This is an optimization exercise on Yosys and OpenROAD, whose aim is small area, a short achievable clock period and few clock cycles per item, not a production implementation.
Power figures rest on the tool's default switching activity, not on a simulated workload.

==> job 3114 <==
==> flow/design.v <==
module wg_rc_counter #(
  parameter int ROWS = 8,
  parameter int COLS = 10
) (
  input  logic                    clk,
  input  logic                    rst_n,
  input  logic                    i_clr,
  input  logic                    i_en,
  output logic [$clog2(ROWS)-1:0] o_row,
  output logic [$clog2(COLS)-1:0] o_col,
  output logic                    o_last
);
  localparam int RW = $clog2(ROWS);
  localparam int CW = $clog2(COLS);
  localparam logic [RW-1:0] ROW_MAX = RW'(ROWS - 1);
  localparam logic [CW-1:0] COL_MAX = CW'(COLS - 1);
  logic [RW-1:0] r_row;
  logic [CW-1:0] r_col;
  always_ff @(posedge clk or negedge rst_n) begin
    if (!rst_n) begin
      r_row <= '0;
      r_col <= '0;
    end else if (i_clr) begin
      r_row <= '0;
      r_col <= '0;
    end else if (i_en) begin
      if (r_col != COL_MAX) begin
        r_col <= r_col + 1'b1;
      end else begin
        r_col <= '0;
        r_row <= (r_row == ROW_MAX) ? '0 : r_row + 1'b1;
      end
    end
  end
  assign o_row  = r_row;
  assign o_col  = r_col;
  assign o_last = (r_row == ROW_MAX) && (r_col == COL_MAX);
endmodule
module winograd_tile_serializer #(
  parameter int ROWS   = 8,
  parameter int COLS   = 10,
  parameter int DATA_W = 16
) (
  input  logic                         clk,
  input  logic                         rst_n,
  input  logic                         tile_valid,
  output logic                         tile_ready,
  input  logic [ROWS*COLS*DATA_W-1:0]  tile_data,
  output logic                         out_valid,
  input  logic                         out_ready,
  output logic [DATA_W-1:0]            out_data,
  output logic [$clog2(ROWS)-1:0]      out_row,
  output logic [$clog2(COLS)-1:0]      out_col,
  output logic                         out_last,
  output logic                         busy
);
  localparam int RW = $clog2(ROWS);
  localparam int CW = $clog2(COLS);
  logic [ROWS-1:0][COLS-1:0][DATA_W-1:0] r_hold;
  logic            r_free;
  logic [ROWS-1:0] r_rsel;
  logic [COLS-1:0] r_csel;
  logic              r_valid;
  logic [DATA_W-1:0] r_data;
  logic [RW-1:0]     r_row;
  logic [CW-1:0]     r_col;
  logic              r_last;
  logic              w_accept;
  logic              w_adv;
  logic              w_ptr_last;
  logic [RW-1:0]     w_row_bin;
  logic [CW-1:0]     w_col_bin;
  logic [DATA_W-1:0] w_rd;
  logic [DATA_W-1:0][ROWS-1:0] w_rowv;
  assign w_accept   = tile_valid && r_free;
  assign w_adv      = !r_valid || out_ready;
  assign w_ptr_last = r_rsel[ROWS-1] && r_csel[COLS-1];
  always_comb begin
    w_row_bin = '0;
    w_col_bin = '0;
    for (int r = 0; r < ROWS; r++) if (r_rsel[r]) w_row_bin = w_row_bin | RW'(r);
    for (int c = 0; c < COLS; c++) if (r_csel[c]) w_col_bin = w_col_bin | CW'(c);
  end
  for (genvar b = 0; b < DATA_W; b++) begin : g_bit
    for (genvar r = 0; r < ROWS; r++) begin : g_row
      logic [COLS-1:0] w_d;
      for (genvar c = 0; c < COLS; c++) begin : g_col
        assign w_d[c] = r_hold[r][c][b];
      end
      wg_and_or #(.N(COLS)) u_cmux (.i_sel(r_csel), .i_d(w_d), .o_y(w_rowv[b][r]));
    end
    wg_and_or #(.N(ROWS)) u_rmux (.i_sel(r_rsel), .i_d(w_rowv[b]), .o_y(w_rd[b]));
  end
  always_ff @(posedge clk) begin
    if (r_free) begin
      r_hold <= tile_data;
    end
  end
  always_ff @(posedge clk or negedge rst_n) begin
    if (!rst_n) begin
      r_free  <= 1'b1;
      r_valid <= 1'b0;
    end else begin
      if (w_adv) begin
        if (!r_free) begin
          r_valid <= 1'b1;
          if (w_ptr_last) r_free <= 1'b1;
        end else if (tile_valid) begin
          r_valid <= 1'b1;
          r_free  <= 1'b0;
        end else begin
          r_valid <= 1'b0;
        end
      end else if (w_accept) begin
        r_free <= 1'b0;
      end
    end
  end
  always_ff @(posedge clk) begin
    if (w_adv) begin
      if (!r_free) begin
        r_data <= w_rd;
        r_row  <= w_row_bin;
        r_col  <= w_col_bin;
        r_last <= w_ptr_last;
        if (r_csel[COLS-1]) begin
          r_csel <= COLS'(1);
          r_rsel <= {r_rsel[ROWS-2:0], r_rsel[ROWS-1]};
        end else begin
          r_csel <= {r_csel[COLS-2:0], 1'b0};
        end
      end else begin
        r_data <= tile_data[DATA_W-1:0];
        r_row  <= '0;
        r_col  <= '0;
        r_last <= 1'b0;
        r_rsel <= ROWS'(1);
        r_csel <= COLS'(2);
      end
    end else if (w_accept) begin
      r_rsel <= ROWS'(1);
      r_csel <= COLS'(1);
    end
  end
  assign tile_ready = r_free;
  assign out_valid  = r_valid;
  assign busy       = r_valid;
  assign out_data   = r_data;
  assign out_row    = r_row;
  assign out_col    = r_col;
  assign out_last   = r_last;
endmodule
module wg_and_or #(
  parameter int N = 8
) (
  input  logic [N-1:0] i_sel,
  input  logic [N-1:0] i_d,
  output logic         o_y
);
  localparam int N3 = N / 3;
  localparam int N1 = N - 3 * N3;
  logic [N3+N1-1:0] w_n;
  for (genvar g = 0; g < N3; g++) begin : g_aoi3
    wg_aoi3 u_aoi (.i_s(i_sel[3*g +: 3]), .i_d(i_d[3*g +: 3]), .o_n(w_n[g]));
  end
  for (genvar g = 0; g < N1; g++) begin : g_nand
    wg_nand2 u_nand (.i_s(i_sel[3*N3+g]), .i_d(i_d[3*N3+g]), .o_n(w_n[N3+g]));
  end
  assign o_y = ~&w_n;
endmodule
module wg_aoi3 (
  input  logic [2:0] i_s,
  input  logic [2:0] i_d,
  output logic       o_n
);
  assign o_n = ~|(i_s & i_d);
endmodule
module wg_nand2 (
  input  logic i_s,
  input  logic i_d,
  output logic o_n
);
  assign o_n = ~(i_s & i_d);
endmodule
==> flow/flow/run.sh <==
#!/bin/bash
# The standard layout, with plain buf_1 cells as the port buffers.
set -euo pipefail
bash standard.sh BUFFER_PORTS_ARGS="-buffer_cell sky130_fd_sc_hd__buf_1" finish > standard_flow.log 2>&1
==> flow/standard.sh <==
#!/bin/bash
# synth_recipe.tcl (not shown) runs the flow's synth.tcl, then flattens the netlist and writes it again
# the make line also repeats each setting of config.mk as NAME=value (left out here)
make -C /OpenROAD-flow-scripts/flow DESIGN_CONFIG=/design/flow/config.mk WORK_HOME=/design/flow/orfs CLKGATE_MAP_FILE= SYNTH_SCRIPT=/design/flow/synth_recipe.tcl "${@:-finish}"
==> flow/config.mk <==
export PLATFORM = sky130hd
export DESIGN_NAME = winograd_tile_serializer
export DESIGN_NICKNAME = winograd_tile_serializer
export VERILOG_FILES = /design/flow/design.v
export SDC_FILE = /design/flow/constraint.sdc
export NUM_CORES = 4
export LEC_CHECK = 0
export CAP_MARGIN = 20
export CORE_AREA = 10 10 450 450
export DIE_AREA = 0 0 460 460
export SETUP_SLACK_MARGIN = 4.4
export SLEW_MARGIN = 20
export SYNTH_HIERARCHICAL = 1
export SYNTH_MINIMUM_KEEP_SIZE = 0
export TNS_END_PERCENT = 20
==> flow/constraint.sdc <==
create_clock -name core_clock -period 7.0 [get_ports {clk}]
set_input_delay 1.4000 -clock core_clock [delete_from_list [all_inputs] [get_ports {clk}]]
set_output_delay 1.4000 -clock core_clock [all_outputs]
set_load 0.01 [all_outputs]
==> inputs of job 7103, as changes to job 3114 <==
--- a/flow/design.v
+++ b/flow/design.v
@@ -159,26 +159,3 @@
 );
-  localparam int N3 = N / 3;
-  localparam int N1 = N - 3 * N3;
-  logic [N3+N1-1:0] w_n;
-  for (genvar g = 0; g < N3; g++) begin : g_aoi3
-    wg_aoi3 u_aoi (.i_s(i_sel[3*g +: 3]), .i_d(i_d[3*g +: 3]), .o_n(w_n[g]));
-  end
-  for (genvar g = 0; g < N1; g++) begin : g_nand
-    wg_nand2 u_nand (.i_s(i_sel[3*N3+g]), .i_d(i_d[3*N3+g]), .o_n(w_n[N3+g]));
-  end
-  assign o_y = ~&w_n;
+  assign o_y = |(i_sel & i_d);
 endmodule
-module wg_aoi3 (
-  input  logic [2:0] i_s,
-  input  logic [2:0] i_d,
-  output logic       o_n
-);
-  assign o_n = ~|(i_s & i_d);
-endmodule
-module wg_nand2 (
-  input  logic i_s,
-  input  logic i_d,
-  output logic o_n
-);
-  assign o_n = ~(i_s & i_d);
-endmodule
--- a/flow/config.mk
+++ b/flow/config.mk
@@ -8,5 +8,5 @@
 export CAP_MARGIN = 20
-export CORE_AREA = 10 10 450 450
-export DIE_AREA = 0 0 460 460
-export SETUP_SLACK_MARGIN = 4.4
+export CORE_AREA = 5 5 305 305
+export DIE_AREA = 0 0 310 310
+export SETUP_SLACK_MARGIN = 3.0
 export SLEW_MARGIN = 20
==> results by group <==
Clock network
  • Buffer cell driving the clock tree root: clkbuf_16

Critical path
  • FF-to-FF path depth: 6
  • Biggest fanout along the worst timing path: 20

Synthesis
  • Post-synthesis share of cell area spent on and, or, nand and nor gates: 3.76%
  • Mean post-synth cell area: 21.7 um2

Pwr
  • Cell internal power dissipation: 14.5 mW

Route
  • Initial DRT Pass Iterations: 10
  • Wire length on met3: 30100 um

Layout
  • Flip-flop and latch share of the layout cell area: 63.6%

STA
  • Worst slew margin relative to its limit: 29.1%
  • Highest attainable clock frequency: 0.315 GHz
  • Final number of setup-violating endpoints: 0

Status
  • Status: timing/DRC/antenna clean

GRT
  • Global routing usage summed across all routing layers: 21.7%
  • Wire length of the first global-routing pass: 308000 um
The numbers above come from job 3114.

==> results by group <==
Status
  • First error in the log: [ERROR PPL-0024] Number of IO pins (1311) exceeds maximum number of available positions (1118). Increase the die perimeter from 1240.00um to 1782.96um.
  • Last stage the flow got to: 3_2_place_iop
  • Status: did not finish

Synthesis
  • Flip-flop and latch count after synthesis: 1324
  • Mean post-synth cell area: 21.2 um2
  • Cell area after synthesis: 47500 um2
  • Post-synthesis share of cell area spent on and, or, nand and nor gates: 2.36%
  • Xor/xnor cell area share of the yosys netlist: 0%
  • Number of flops mapped to enable cells by yosys: 1322
  • Post-Synthesis Net Count: 3523
  • Biggest area contributors in the synthesized netlist: edfxtp_1, a22oi_1, a221oi_2
The numbers above come from job 7103.

No run of this note included a check of the RTL's function; only the layout flow was run.

port drivers added, routing unchanged:
The flow's constraints put no driver on any port. The routed layout listed below was extracted and timed again, unchanged, in two steps.
Step 1 (the two cells are an assumption about what drives the block):
set clk [get_ports {clk}]
set_driving_cell -lib_cell sky130_fd_sc_hd__clkbuf_16 $clk
set_driving_cell -lib_cell sky130_fd_sc_hd__buf_2 [delete_from_list [all_inputs] $clk]
Step 2 also shifts input and output timing later by t, the mid clock arrival at the registers, as if the neighbouring blocks saw the same clock.
Slacks: ideal ports / drivers / drivers and shift; pairs: ideal ports / drivers.
run: job 3114
t, ns: 0.869
slack for setup (ns): 3.826 / 3.826 / 3.523
worst setup path after step 2: input to register
After both steps job 3114 still meets setup and hold. For job 3114, drivers alone change the setup slack by 0.000 ns; drivers and shift together by -0.303 ns.
